Context: an optimization exercise on an open-source flow, tuned for small area, a short achievable clock period and few clock cycles. The choices shown serve that exercise and are no tape-out recipe. Function was checked by simulation only, so behaviour that the tests miss may differ from the original.

==> build 95: inputs <==
==> flow/design.v <==
package cordic_pkg;
    localparam int unsigned XW    = 22;
    localparam int unsigned YW    = 21;
    localparam int unsigned ZW    = 23;
    localparam int unsigned FRAC  = 20;
    localparam int unsigned ITERS = 16;
    localparam int unsigned DS    = 8;
    localparam int unsigned DW    = 9;
    localparam int unsigned FW    = ITERS - 1 - DS;   
    localparam logic [31:0] NAN_Q = 32'h7FC0_0000;
    function automatic int unsigned yw(input int i);
        yw = (i < 4) ? YW : 24 - i;
    endfunction
    function automatic logic [ZW-1:0] atan_lut(input int i);
        case (i)
            0:       atan_lut = 23'h0C90FE;
            1:       atan_lut = 23'h076B1A;
            2:       atan_lut = 23'h03EB6F;
            3:       atan_lut = 23'h01FD5C;
            4:       atan_lut = 23'h00FFAB;
            5:       atan_lut = 23'h007FF5;
            6:       atan_lut = 23'h003FFF;
            7:       atan_lut = 23'h002000;
            8:       atan_lut = 23'h001000;
            9:       atan_lut = 23'h000800;
            10:      atan_lut = 23'h000400;
            11:      atan_lut = 23'h000200;
            12:      atan_lut = 23'h000100;
            13:      atan_lut = 23'h000080;
            14:      atan_lut = 23'h000040;
            15:      atan_lut = 23'h000020;
            default: atan_lut = '0;
        endcase
    endfunction
endpackage
import cordic_pkg::*;
module cordic_vec_stage #(
    parameter int unsigned I  = 0,
    parameter int unsigned WI = YW,
    parameter int unsigned WO = YW
) (
    input  logic [XW-1:0] x,
    input  logic [DW-1:0] d,
    input  logic [FW-1:0] f,
    input  logic [WI-1:0] y,
    output logic [XW-1:0] x_nxt,
    output logic [DW-1:0] d_nxt,
    output logic [FW-1:0] f_nxt,
    output logic [WO-1:0] y_nxt,
    output logic          pos
);
    logic               neg;
    logic [XW+I+WI-1:0] yext;
    logic [XW-1:0]      ysh;
    logic [XW-1:0]      xsh;
    logic [WO:0]        ysum;
    logic               k;
    assign neg  = y[WI-1];
    assign yext = {{(XW+I){y[WI-1]}}, y};
    assign ysh  = yext[I +: XW];    
    assign xsh  = x >> I;
    assign pos  = ~neg;
    if (I < DS) begin : g_full
        logic [XW:0] xsum;
        assign xsum  = {x, 1'b1} + {ysh ^ {XW{neg}}, neg};
        assign x_nxt = xsum[XW:1];
        assign d_nxt = '0;
        assign f_nxt = '0;
        assign k     = 1'b0;
    end else begin : g_delta
        logic [DW-1:0] u, e;
        logic [FW-1:0] fl;
        assign u     = (ysh[DW-1:0] ^ {DW{neg}}) + DW'(neg);
        assign e     = (I == DS) ? DW'(x[7:0]) : d;
        assign d_nxt = e + u;
        assign x_nxt = x;
        if (I == DS) begin : g_flags
            for (genvar j = 0; j < FW; j++) begin : g_f
                localparam logic [XW-1:0] HMask = XW'(((1 << (DS + j)) - 1) & ~((1 << 8) - 1));
                assign fl[j] = ((x | ~HMask) == '1);
            end
        end else begin : g_pass
            assign fl = f;
        end
        assign f_nxt = fl;
        assign k     = e[8] && fl[I-DS];
    end
    assign ysum  = {y[WO-1:0], 1'b1} + {xsh[WO-1:0] ^ {WO{~neg}}, ~neg ^ k};
    assign y_nxt = ysum[WO:1];
endmodule
import cordic_pkg::*;
module cordic_atan_vec
#(
    parameter int unsigned SIn  = 5,
    parameter int unsigned SMid = 7
) (
    input  logic        clock,
    input  logic        aclr,
    input  logic        clk_en,
    input  logic        start,
    input  logic [31:0] dataa,
    input  logic [31:0] datab,
    output logic [31:0] result,
    output logic        done
);
    localparam int unsigned S1 = SIn;
    localparam int unsigned S2 = SIn + SMid;
    localparam int unsigned MW = 21;     
    function automatic logic [FRAC-1:0] fix_mag(input logic [30:0] f);
        logic [20:0] sh;
        sh = {1'b1, f[22:3]} >> (~f[27:23]);
        if (f[30:23] >= 8'd127)      fix_mag = '1;
        else if (f[30:28] == 3'b011) fix_mag = sh[FRAC-1:0];
        else                         fix_mag = '0;
    endfunction
    logic              operand_err;
    logic [FRAC-1:0]   xmag, ymag;
    logic              yneg;
    logic [XW-1:0]     x1;
    logic [YW:0]       y1sum;
    logic [YW-1:0]     y1;
    assign operand_err = dataa[31] || (dataa[30:23] == 8'h00) ||
                         (dataa[30:23] == 8'hFF) || (datab[30:23] == 8'hFF);
    assign xmag = fix_mag(dataa[30:0]);
    assign ymag = fix_mag(datab[30:0]);
    assign yneg  = datab[31] && (ymag != '0);
    assign x1    = XW'(xmag) + XW'(ymag);
    assign y1sum = {{1'b0, ymag} ^ {YW{yneg}}, 1'b1} + {{1'b0, xmag} ^ {YW{~yneg}}, 1'b1};
    assign y1    = y1sum[YW:1];
    logic [XW-1:0]    xi [ITERS];
    logic [DW-1:0]    di [ITERS];
    logic [FW-1:0]    fi [ITERS];
    logic [YW-1:0]    yi [ITERS];
    logic [XW-1:0]    xo [ITERS];
    logic [DW-1:0]    do_ [ITERS];
    logic [FW-1:0]    fo [ITERS];
    logic [YW-1:0]    yo [ITERS];
    logic [ITERS-1:0] po;
    logic [XW-1:0]    r0_x, r1_x;
    logic [DW-1:0]    r0_d, r1_d;
    logic [FW-1:0]    r0_f, r1_f;
    logic [YW-1:0]    r0_y, r1_y;
    logic [ITERS-1:0] r0_p, r1_p;
    logic             r0_err, r1_err;
    logic             s1_q, r1v_q, done_q;
    assign xo[0] = x1;
    assign do_[0] = '0;
    assign fo[0] = '0;
    assign yo[0] = y1;
    assign po[0] = !yneg;
    for (genvar k = 1; k < ITERS; k++) begin : g_stage
        if (k == S1) begin : g_r0
            assign xi[k] = r0_x;
            assign di[k] = r0_d;
            assign fi[k] = r0_f;
            assign yi[k] = r0_y;
        end else if (k == S2) begin : g_r1
            assign xi[k] = r1_x;
            assign di[k] = r1_d;
            assign fi[k] = r1_f;
            assign yi[k] = r1_y;
        end else begin : g_chain
            assign xi[k] = xo[k-1];
            assign di[k] = do_[k-1];
            assign fi[k] = fo[k-1];
            assign yi[k] = yo[k-1];
        end
        localparam int unsigned WI = cordic_pkg::yw(k);
        localparam int unsigned WO = cordic_pkg::yw(k + 1);
        logic [WO-1:0] y_nxt;
        logic [YW+WO-1:0] y_ext;
        cordic_vec_stage #(.I(k), .WI(WI), .WO(WO)) u_stage (
            .x     (xi[k]),
            .d     (di[k]),
            .f     (fi[k]),
            .y     (yi[k][WI-1:0]),
            .x_nxt (xo[k]),
            .d_nxt (do_[k]),
            .f_nxt (fo[k]),
            .y_nxt (y_nxt),
            .pos   (po[k])
        );
        assign y_ext = {{YW{y_nxt[WO-1]}}, y_nxt};
        assign yo[k] = y_ext[YW-1:0];
    end
    logic [XW-1:0]    c0_x, c1_x;
    logic [DW-1:0]    c0_d, c1_d;
    logic [FW-1:0]    c0_f, c1_f;
    logic [YW-1:0]    c0_y, c1_y;
    logic [ITERS-1:0] c0_p, c1_p, fin_p;
    assign c0_x = xo[S1-1];
    assign c0_d = do_[S1-1];
    assign c0_f = fo[S1-1];
    assign c0_y = yo[S1-1];
    assign c1_x = xo[S2-1];
    assign c1_d = do_[S2-1];
    assign c1_f = fo[S2-1];
    assign c1_y = yo[S2-1];
    for (genvar k = 0; k < ITERS; k++) begin : g_pos
        assign c0_p[k]  = (k < S1) ? po[k] : 1'b0;
        assign c1_p[k]  = (k < S1) ? r0_p[k] : (k < S2) ? po[k] : 1'b0;
        assign fin_p[k] = (k < S2) ? r1_p[k] : po[k];
    end
    always_ff @(posedge clock) begin
        r0_x   <= c0_x;
        r0_d   <= c0_d;
        r0_f   <= c0_f;
        r0_y   <= c0_y;
        r0_p   <= c0_p;
        r0_err <= operand_err;
        if (s1_q) begin
            r1_x   <= c1_x;
            r1_d   <= c1_d;
            r1_f   <= c1_f;
            r1_y   <= c1_y;
            r1_p   <= c1_p;
            r1_err <= r0_err;
        end
    end
    always_ff @(posedge clock) begin
        if (aclr) begin
            s1_q   <= 1'b0;
            r1v_q  <= 1'b0;
            done_q <= 1'b0;
        end else begin
            s1_q <= clk_en && start;
            if (clk_en) begin
                r1v_q  <= 1'b0;
                done_q <= !start && (done_q || s1_q || r1v_q);
            end else begin
                r1v_q  <= r1v_q || s1_q;
            end
        end
    end
    localparam logic [ZW-1:0] ASum = 23'h1BE462;   
    function automatic logic [ZW-1:0] zpart(input int lo, input int n,
                                            input int v, input logic [ZW-1:0] base);
        zpart = base;
        for (int j = 0; j < n; j++) begin
            if (v[j]) zpart = zpart + ZW'(cordic_pkg::atan_lut(lo + j) << 1);
        end
    endfunction
    logic [ZW-1:0] g1_tab [16];
    logic [ZW-1:0] g2_tab [8];
    for (genvar v = 0; v < 16; v++) begin : g_g1
        assign g1_tab[v] = zpart(0, 4, v, ZW'(-ASum));
    end
    for (genvar v = 0; v < 8; v++) begin : g_g2
        assign g2_tab[v] = zpart(4, 3, v, '0);
    end
    logic [ZW-1:0] zc, z;
    assign zc = g1_tab[fin_p[3:0]] + g2_tab[fin_p[6:4]];
    assign z  = zc + ZW'({fin_p[7], fin_p[8], fin_p[9], fin_p[10], fin_p[11],
                          fin_p[12], fin_p[13], fin_p[14], fin_p[15], 6'b0});
    logic [MW-1:0] m, n1, n2, n3, n4, n5;
    logic [4:0]    lz;
    assign m  = z[ZW-1] ? MW'(-z) : z[MW-1:0];
    assign lz[4] = (m[MW-1 -: 16] == '0);
    assign n1    = lz[4] ? (m << 16) : m;
    assign lz[3] = (n1[MW-1 -: 8] == '0);
    assign n2    = lz[3] ? (n1 << 8) : n1;
    assign lz[2] = (n2[MW-1 -: 4] == '0);
    assign n3    = lz[2] ? (n2 << 4) : n2;
    assign lz[1] = (n3[MW-1 -: 2] == '0);
    assign n4    = lz[1] ? (n3 << 2) : n3;
    assign lz[0] = !n4[MW-1];
    assign n5    = lz[0] ? (n4 << 1) : n4;
    always_comb begin
        if (r1_err)          result = NAN_Q;
        else if (!n5[MW-1])  result = 32'h0;
        else                 result = {z[ZW-1], 8'(127 + MW - 1 - FRAC) - 8'(lz), n5[MW-2:0], 3'b0};
    end
    assign done = done_q;
endmodule
==> flow/run.sh <==
#!/bin/bash
# synth_recipe.tcl (not shown) runs the flow's synth.tcl, then flattens the netlist and writes it again
# the make line also repeats each setting of config.mk as NAME=value (left out here)
make -C /OpenROAD-flow-scripts/flow DESIGN_CONFIG=/design/flow/config.mk WORK_HOME=/design/flow/orfs CLKGATE_MAP_FILE= SYNTH_SCRIPT=/design/flow/synth_recipe.tcl finish
==> flow/config.mk <==
export PLATFORM = sky130hd
export DESIGN_NAME = cordic_atan_vec
export DESIGN_NICKNAME = cordic_atan_vec
export VERILOG_FILES = /design/flow/design.v
export SDC_FILE = /design/flow/constraint.sdc
export NUM_CORES = 4
export LEC_CHECK = 0
export ABC_AREA = 1
export CAP_MARGIN = 20
export CORE_MARGIN = 2
export CORE_UTILIZATION = 65
export PLACE_DENSITY = 0.75
export SETUP_SLACK_MARGIN = 5
export SLEW_MARGIN = 20
==> flow/constraint.sdc <==
create_clock -name core_clock -period 22.0 [get_ports {clock}]
set_input_delay 4.4000 -clock core_clock [delete_from_list [all_inputs] [get_ports {clock}]]
set_output_delay 4.4000 -clock core_clock [all_outputs]
set_load 0.01 [all_outputs]
==> build 24: changes against build 95 <==
==> flow/design.v (replaced) <==
package cordic_pkg;
    localparam int unsigned XW    = 22;
    localparam int unsigned YW    = 21;
    localparam int unsigned ZW    = 23;
    localparam int unsigned FRAC  = 20;
    localparam int unsigned ITERS = 16;
    localparam logic [31:0] NAN_Q = 32'h7FC0_0000;
    function automatic int unsigned yw(input int i);
        yw = (i < 4) ? YW : 24 - i;
    endfunction
    function automatic logic [ZW-1:0] atan_lut(input int i);
        case (i)
            0:       atan_lut = 23'h0C90FE;
            1:       atan_lut = 23'h076B1A;
            2:       atan_lut = 23'h03EB6F;
            3:       atan_lut = 23'h01FD5C;
            4:       atan_lut = 23'h00FFAB;
            5:       atan_lut = 23'h007FF5;
            6:       atan_lut = 23'h003FFF;
            7:       atan_lut = 23'h002000;
            8:       atan_lut = 23'h001000;
            9:       atan_lut = 23'h000800;
            10:      atan_lut = 23'h000400;
            11:      atan_lut = 23'h000200;
            12:      atan_lut = 23'h000100;
            13:      atan_lut = 23'h000080;
            14:      atan_lut = 23'h000040;
            15:      atan_lut = 23'h000020;
            default: atan_lut = '0;
        endcase
    endfunction
endpackage
import cordic_pkg::*;
module cordic_vec_stage #(
    parameter int unsigned I  = 0,
    parameter int unsigned WI = YW,
    parameter int unsigned WO = YW
) (
    input  logic [XW-1:0] x,
    input  logic [WI-1:0] y,
    output logic [XW-1:0] x_nxt,
    output logic [WO-1:0] y_nxt,
    output logic          pos
);
    logic          neg;
    logic [XW+I+WI-1:0] yext;
    logic [XW-1:0] ysh;
    logic [XW-1:0] xsh;
    logic [XW:0]   xsum;
    logic [WO:0]   ysum;
    assign neg = y[WI-1];
    assign yext = {{(XW+I){y[WI-1]}}, y};
    assign ysh  = yext[I +: XW];    
    assign xsh = x >> I;
    assign xsum  = {x, 1'b1} + {ysh ^ {XW{neg}}, neg};
    assign ysum  = {y[WO-1:0], 1'b1} + {xsh[WO-1:0] ^ {WO{~neg}}, ~neg};
    assign x_nxt = xsum[XW:1];
    assign y_nxt = ysum[WO:1];
    assign pos   = ~neg;
endmodule
import cordic_pkg::*;
module cordic_atan_vec
#(
    parameter int unsigned SIn  = 4,
    parameter int unsigned SMid = 9
) (
    input  logic        clock,
    input  logic        aclr,
    input  logic        clk_en,
    input  logic        start,
    input  logic [31:0] dataa,
    input  logic [31:0] datab,
    output logic [31:0] result,
    output logic        done
);
    localparam int unsigned S1 = SIn;
    localparam int unsigned S2 = SIn + SMid;
    localparam int unsigned MW = 21;     
    function automatic logic [FRAC-1:0] fix_mag(input logic [30:0] f);
        logic [7:0]  e;
        logic [23:0] mant;
        logic [7:0]  sh;
        e    = f[30:23];
        mant = {1'b1, f[22:0]};
        sh   = 8'(127 + 23 - FRAC) - e;
        if (e == 8'd0)          fix_mag = '0;
        else if (e >= 8'd127)   fix_mag = '1;
        else if (sh > 8'd23)    fix_mag = '0;
        else                    fix_mag = FRAC'(mant >> sh);
    endfunction
    logic              operand_err;
    logic [FRAC-1:0]   xmag, ymag;
    logic [XW-1:0]     x_in;
    logic [YW-1:0]     y_in;
    assign operand_err = dataa[31] || (dataa[30:23] == 8'h00) ||
                         (dataa[30:23] == 8'hFF) || (datab[30:23] == 8'hFF);
    assign xmag = fix_mag(dataa[30:0]);
    assign ymag = fix_mag(datab[30:0]);
    assign x_in = XW'(xmag);
    assign y_in = datab[31] ? YW'(-{1'b0, ymag}) : YW'({1'b0, ymag});
    logic [XW-1:0]    xi [ITERS];
    logic [YW-1:0]    yi [ITERS];
    logic [XW-1:0]    xo [ITERS];
    logic [YW-1:0]    yo [ITERS];
    logic [ITERS-1:0] po;
    logic [XW-1:0]    r0_x, r1_x;
    logic [YW-1:0]    r0_y, r1_y;
    logic [ITERS-1:0] r0_p, r1_p;
    logic             r0_err, r1_err;
    logic             s1_q, r1v_q, done_q;
    for (genvar k = 0; k < ITERS; k++) begin : g_stage
        if (k == 0 && S1 != 0) begin : g_in
            assign xi[k] = x_in;
            assign yi[k] = y_in;
        end else if (k == S1) begin : g_r0
            assign xi[k] = r0_x;
            assign yi[k] = r0_y;
        end else if (k == S2) begin : g_r1
            assign xi[k] = r1_x;
            assign yi[k] = r1_y;
        end else begin : g_chain
            assign xi[k] = xo[k-1];
            assign yi[k] = yo[k-1];
        end
        localparam int unsigned WI = cordic_pkg::yw(k);
        localparam int unsigned WO = cordic_pkg::yw(k + 1);
        logic [WO-1:0] y_nxt;
        logic [YW+WO-1:0] y_ext;
        cordic_vec_stage #(.I(k), .WI(WI), .WO(WO)) u_stage (
            .x     (xi[k]),
            .y     (yi[k][WI-1:0]),
            .x_nxt (xo[k]),
            .y_nxt (y_nxt),
            .pos   (po[k])
        );
        assign y_ext = {{YW{y_nxt[WO-1]}}, y_nxt};
        assign yo[k] = y_ext[YW-1:0];
    end
    logic [XW-1:0]    c0_x, c1_x;
    logic [YW-1:0]    c0_y, c1_y;
    logic [ITERS-1:0] c0_p, c1_p, fin_p;
    if (S1 == 0) begin : g_c0_direct
        assign c0_x = x_in;
        assign c0_y = y_in;
    end else begin : g_c0_chain
        assign c0_x = xo[S1-1];
        assign c0_y = yo[S1-1];
    end
    assign c1_x = xo[S2-1];
    assign c1_y = yo[S2-1];
    for (genvar k = 0; k < ITERS; k++) begin : g_pos
        assign c0_p[k]  = (k < S1) ? po[k] : 1'b0;
        assign c1_p[k]  = (k < S1) ? r0_p[k] : (k < S2) ? po[k] : 1'b0;
        assign fin_p[k] = (k < S2) ? r1_p[k] : po[k];
    end
    always_ff @(posedge clock) begin
        r0_x   <= c0_x;
        r0_y   <= c0_y;
        r0_p   <= c0_p;
        r0_err <= operand_err;
        if (s1_q) begin
            r1_x   <= c1_x;
            r1_y   <= c1_y;
            r1_p   <= c1_p;
            r1_err <= r0_err;
        end
    end
    always_ff @(posedge clock) begin
        if (aclr) begin
            s1_q   <= 1'b0;
            r1v_q  <= 1'b0;
            done_q <= 1'b0;
        end else begin
            s1_q <= clk_en && start;
            if (clk_en) begin
                r1v_q  <= 1'b0;
                done_q <= !start && (done_q || s1_q || r1v_q);
            end else begin
                r1v_q  <= r1v_q || s1_q;
            end
        end
    end
    localparam logic [ZW-1:0] ASum = 23'h1BE462;   
    logic [ZW-1:0] zc, z;
    always_comb begin
        zc = ZW'(-ASum);
        for (int i = 0; i < 7; i++) begin
            zc = zc + (fin_p[i] ? ZW'(cordic_pkg::atan_lut(i) << 1) : ZW'(0));
        end
    end
    assign z = zc + ZW'({fin_p[7], fin_p[8], fin_p[9], fin_p[10], fin_p[11],
                         fin_p[12], fin_p[13], fin_p[14], fin_p[15], 6'b0});
    logic [MW-1:0] m, n1, n2, n3, n4, n5;
    logic [4:0]    lz;
    assign m  = z[ZW-1] ? MW'(-z) : z[MW-1:0];
    assign lz[4] = (m[MW-1 -: 16] == '0);
    assign n1    = lz[4] ? (m << 16) : m;
    assign lz[3] = (n1[MW-1 -: 8] == '0);
    assign n2    = lz[3] ? (n1 << 8) : n1;
    assign lz[2] = (n2[MW-1 -: 4] == '0);
    assign n3    = lz[2] ? (n2 << 4) : n2;
    assign lz[1] = (n3[MW-1 -: 2] == '0);
    assign n4    = lz[1] ? (n3 << 2) : n3;
    assign lz[0] = !n4[MW-1];
    assign n5    = lz[0] ? (n4 << 1) : n4;
    always_comb begin
        if (r1_err)          result = NAN_Q;
        else if (!n5[MW-1])  result = 32'h0;
        else                 result = {z[ZW-1], 8'(127 + MW - 1 - FRAC) - 8'(lz), n5[MW-2:0], 3'b0};
    end
    assign done = done_q;
endmodule
--- a/flow/config.mk
+++ b/flow/config.mk
@@ -10,5 +10,4 @@
 export CORE_MARGIN = 2
-export CORE_UTILIZATION = 65
-export PLACE_DENSITY = 0.75
-export SETUP_SLACK_MARGIN = 5
+export CORE_UTILIZATION = 50
+export PLACE_DENSITY = 0.6
 export SLEW_MARGIN = 20
==> build 44: changes against build 95 <==
--- a/flow/design.v
+++ b/flow/design.v
@@ -6,5 +6,2 @@
     localparam int unsigned ITERS = 16;
-    localparam int unsigned DS    = 8;
-    localparam int unsigned DW    = 9;
-    localparam int unsigned FW    = ITERS - 1 - DS;   
     localparam logic [31:0] NAN_Q = 32'h7FC0_0000;
@@ -42,8 +39,4 @@
     input  logic [XW-1:0] x,
-    input  logic [DW-1:0] d,
-    input  logic [FW-1:0] f,
     input  logic [WI-1:0] y,
     output logic [XW-1:0] x_nxt,
-    output logic [DW-1:0] d_nxt,
-    output logic [FW-1:0] f_nxt,
     output logic [WO-1:0] y_nxt,
@@ -51,40 +44,17 @@
 );
-    logic               neg;
+    logic          neg;
     logic [XW+I+WI-1:0] yext;
-    logic [XW-1:0]      ysh;
-    logic [XW-1:0]      xsh;
-    logic [WO:0]        ysum;
-    logic               k;
-    assign neg  = y[WI-1];
+    logic [XW-1:0] ysh;
+    logic [XW-1:0] xsh;
+    logic [XW:0]   xsum;
+    logic [WO:0]   ysum;
+    assign neg = y[WI-1];
     assign yext = {{(XW+I){y[WI-1]}}, y};
     assign ysh  = yext[I +: XW];    
-    assign xsh  = x >> I;
-    assign pos  = ~neg;
-    if (I < DS) begin : g_full
-        logic [XW:0] xsum;
-        assign xsum  = {x, 1'b1} + {ysh ^ {XW{neg}}, neg};
-        assign x_nxt = xsum[XW:1];
-        assign d_nxt = '0;
-        assign f_nxt = '0;
-        assign k     = 1'b0;
-    end else begin : g_delta
-        logic [DW-1:0] u, e;
-        logic [FW-1:0] fl;
-        assign u     = (ysh[DW-1:0] ^ {DW{neg}}) + DW'(neg);
-        assign e     = (I == DS) ? DW'(x[7:0]) : d;
-        assign d_nxt = e + u;
-        assign x_nxt = x;
-        if (I == DS) begin : g_flags
-            for (genvar j = 0; j < FW; j++) begin : g_f
-                localparam logic [XW-1:0] HMask = XW'(((1 << (DS + j)) - 1) & ~((1 << 8) - 1));
-                assign fl[j] = ((x | ~HMask) == '1);
-            end
-        end else begin : g_pass
-            assign fl = f;
-        end
-        assign f_nxt = fl;
-        assign k     = e[8] && fl[I-DS];
-    end
-    assign ysum  = {y[WO-1:0], 1'b1} + {xsh[WO-1:0] ^ {WO{~neg}}, ~neg ^ k};
+    assign xsh = x >> I;
+    assign xsum  = {x, 1'b1} + {ysh ^ {XW{neg}}, neg};
+    assign ysum  = {y[WO-1:0], 1'b1} + {xsh[WO-1:0] ^ {WO{~neg}}, ~neg};
+    assign x_nxt = xsum[XW:1];
     assign y_nxt = ysum[WO:1];
+    assign pos   = ~neg;
 endmodule
@@ -93,4 +63,4 @@
 #(
-    parameter int unsigned SIn  = 5,
-    parameter int unsigned SMid = 7
+    parameter int unsigned SIn  = 4,
+    parameter int unsigned SMid = 8
 ) (
@@ -130,8 +100,4 @@
     logic [XW-1:0]    xi [ITERS];
-    logic [DW-1:0]    di [ITERS];
-    logic [FW-1:0]    fi [ITERS];
     logic [YW-1:0]    yi [ITERS];
     logic [XW-1:0]    xo [ITERS];
-    logic [DW-1:0]    do_ [ITERS];
-    logic [FW-1:0]    fo [ITERS];
     logic [YW-1:0]    yo [ITERS];
@@ -139,4 +105,2 @@
     logic [XW-1:0]    r0_x, r1_x;
-    logic [DW-1:0]    r0_d, r1_d;
-    logic [FW-1:0]    r0_f, r1_f;
     logic [YW-1:0]    r0_y, r1_y;
@@ -146,4 +110,2 @@
     assign xo[0] = x1;
-    assign do_[0] = '0;
-    assign fo[0] = '0;
     assign yo[0] = y1;
@@ -153,4 +115,2 @@
             assign xi[k] = r0_x;
-            assign di[k] = r0_d;
-            assign fi[k] = r0_f;
             assign yi[k] = r0_y;
@@ -158,4 +118,2 @@
             assign xi[k] = r1_x;
-            assign di[k] = r1_d;
-            assign fi[k] = r1_f;
             assign yi[k] = r1_y;
@@ -163,4 +121,2 @@
             assign xi[k] = xo[k-1];
-            assign di[k] = do_[k-1];
-            assign fi[k] = fo[k-1];
             assign yi[k] = yo[k-1];
@@ -173,8 +129,4 @@
             .x     (xi[k]),
-            .d     (di[k]),
-            .f     (fi[k]),
             .y     (yi[k][WI-1:0]),
             .x_nxt (xo[k]),
-            .d_nxt (do_[k]),
-            .f_nxt (fo[k]),
             .y_nxt (y_nxt),
@@ -186,4 +138,2 @@
     logic [XW-1:0]    c0_x, c1_x;
-    logic [DW-1:0]    c0_d, c1_d;
-    logic [FW-1:0]    c0_f, c1_f;
     logic [YW-1:0]    c0_y, c1_y;
@@ -191,8 +141,4 @@
     assign c0_x = xo[S1-1];
-    assign c0_d = do_[S1-1];
-    assign c0_f = fo[S1-1];
     assign c0_y = yo[S1-1];
     assign c1_x = xo[S2-1];
-    assign c1_d = do_[S2-1];
-    assign c1_f = fo[S2-1];
     assign c1_y = yo[S2-1];
@@ -205,4 +151,2 @@
         r0_x   <= c0_x;
-        r0_d   <= c0_d;
-        r0_f   <= c0_f;
         r0_y   <= c0_y;
@@ -212,4 +156,2 @@
             r1_x   <= c1_x;
-            r1_d   <= c1_d;
-            r1_f   <= c1_f;
             r1_y   <= c1_y;
--- a/flow/config.mk
+++ b/flow/config.mk
@@ -10,5 +10,5 @@
 export CORE_MARGIN = 2
-export CORE_UTILIZATION = 65
-export PLACE_DENSITY = 0.75
-export SETUP_SLACK_MARGIN = 5
+export CORE_UTILIZATION = 50
+export PLACE_DENSITY = 0.6
+export SETUP_SLACK_MARGIN = 4
 export SLEW_MARGIN = 20
==> qor summary <==
| item | build 24 | build 44 | build 95 |
|---|---|---|---|
| Status | no timing/DRC/antenna violations | no timing/DRC/antenna violations | no timing/DRC/antenna violations |
| Largest fanout of any net on the critical path | 36 | 20 | 17 |
| DR vias | 34800 | 32300 | 28700 |
| Worst-case clock skew | 0.0230 ns | 0.0220 ns | 0.0154 ns |
| Area of the mapped netlist | 34500 µm² | 32100 µm² | 28700 µm² |
| Relative slew slack | 0.283 | 0.262 | 0.465 |
| Worst hold slack | 0.410 ns | 0.405 ns | 0.408 ns |
| Reg-to-Reg Start | r0_y[19] | r0_y[19] | r0_y[18] |
| Clk Latency, worst-skew pair | 0.41 ns | 0.39 ns | 0.38 ns |
| Post-synthesis instance total | 5446 | 5086 | 4352 |
| Horizontal die dimension | 267 µm | 257 µm | 214 µm |
| Cell depth of the worst setup path | 96 | 81 | 72 |
| Area occupied by multi-input gates | 29100 µm² | 27400 µm² | 25300 µm² |
| Final std cell area, no fill | 36600 µm² | 35000 µm² | 32800 µm² |
| Setup Fix Bufs, Post-CTS | 0 | 6 | 22 |
| NonClk Buf Share | 0.0288 | 0.0447 | 0.0619 |
| Logic depth of the worst register-to-register path | 96 | 85 | 93 |
| Area after detailed placement | 36300 µm² | 33700 µm² | 30000 µm² |
| Hold Path Origin | r0_p[2] | r0_err | r0_p[3] |
| Routed metal-1 wire length | 51.7 mm | 46.3 mm | 34.7 mm |
| Buffer and inverter count on the worst path | 9 | 10 | 11 |
| Non-clock inverter instance count of the final layout | 693 | 617 | 517 |
| Number of antenna violations at the first check in global routing | 4 | 0 | 0 |
Testbench counts of build 95, summed over its fixed seeds: cycles 1,600.
Testbench counts of build 24, summed over its fixed seeds: cycles 1,600.
Testbench counts of build 44, summed over its fixed seeds: cycles 1,600.

[what the ideal ports hide]
Ports are ideal in the flow. The routed layouts listed here were re-timed in OpenROAD.
Step 1 assumes that a clkbuf_16 drives the clock port and a buf_2 every other input.
Step 2 moves the port delays by t, midway between the first and last clock arrival at a register: inputs arrive t later, outputs are due t later. That takes back most of the time a late clock gives input paths.
a / b / c = ideal / step 1 / step 2; a / b = the first two.
| run | shift t [ns] | setup WS [ns] | worst setup path after step 2 | clock arrival spread, ns | pins driven straight from the clock port |
|---|---|---|---|---|---|
| build 95 | 0.429 | 5.618 / 5.565 / 5.258 | input to register | 0.015 / 0.015 | 1 |
| build 24 | 0.461 | 1.756 / 1.756 / 1.756 | register to register | 0.026 / 0.026 | 1 |
| build 44 | 0.444 | 5.065 / 5.005 / 4.697 | input to register | 0.022 / 0.022 | 1 |
After both steps setup and hold are still met in every run listed. The setup slack of build 44, which loses most, moves by -0.060 ns with the drivers and by -0.368 ns with both steps.
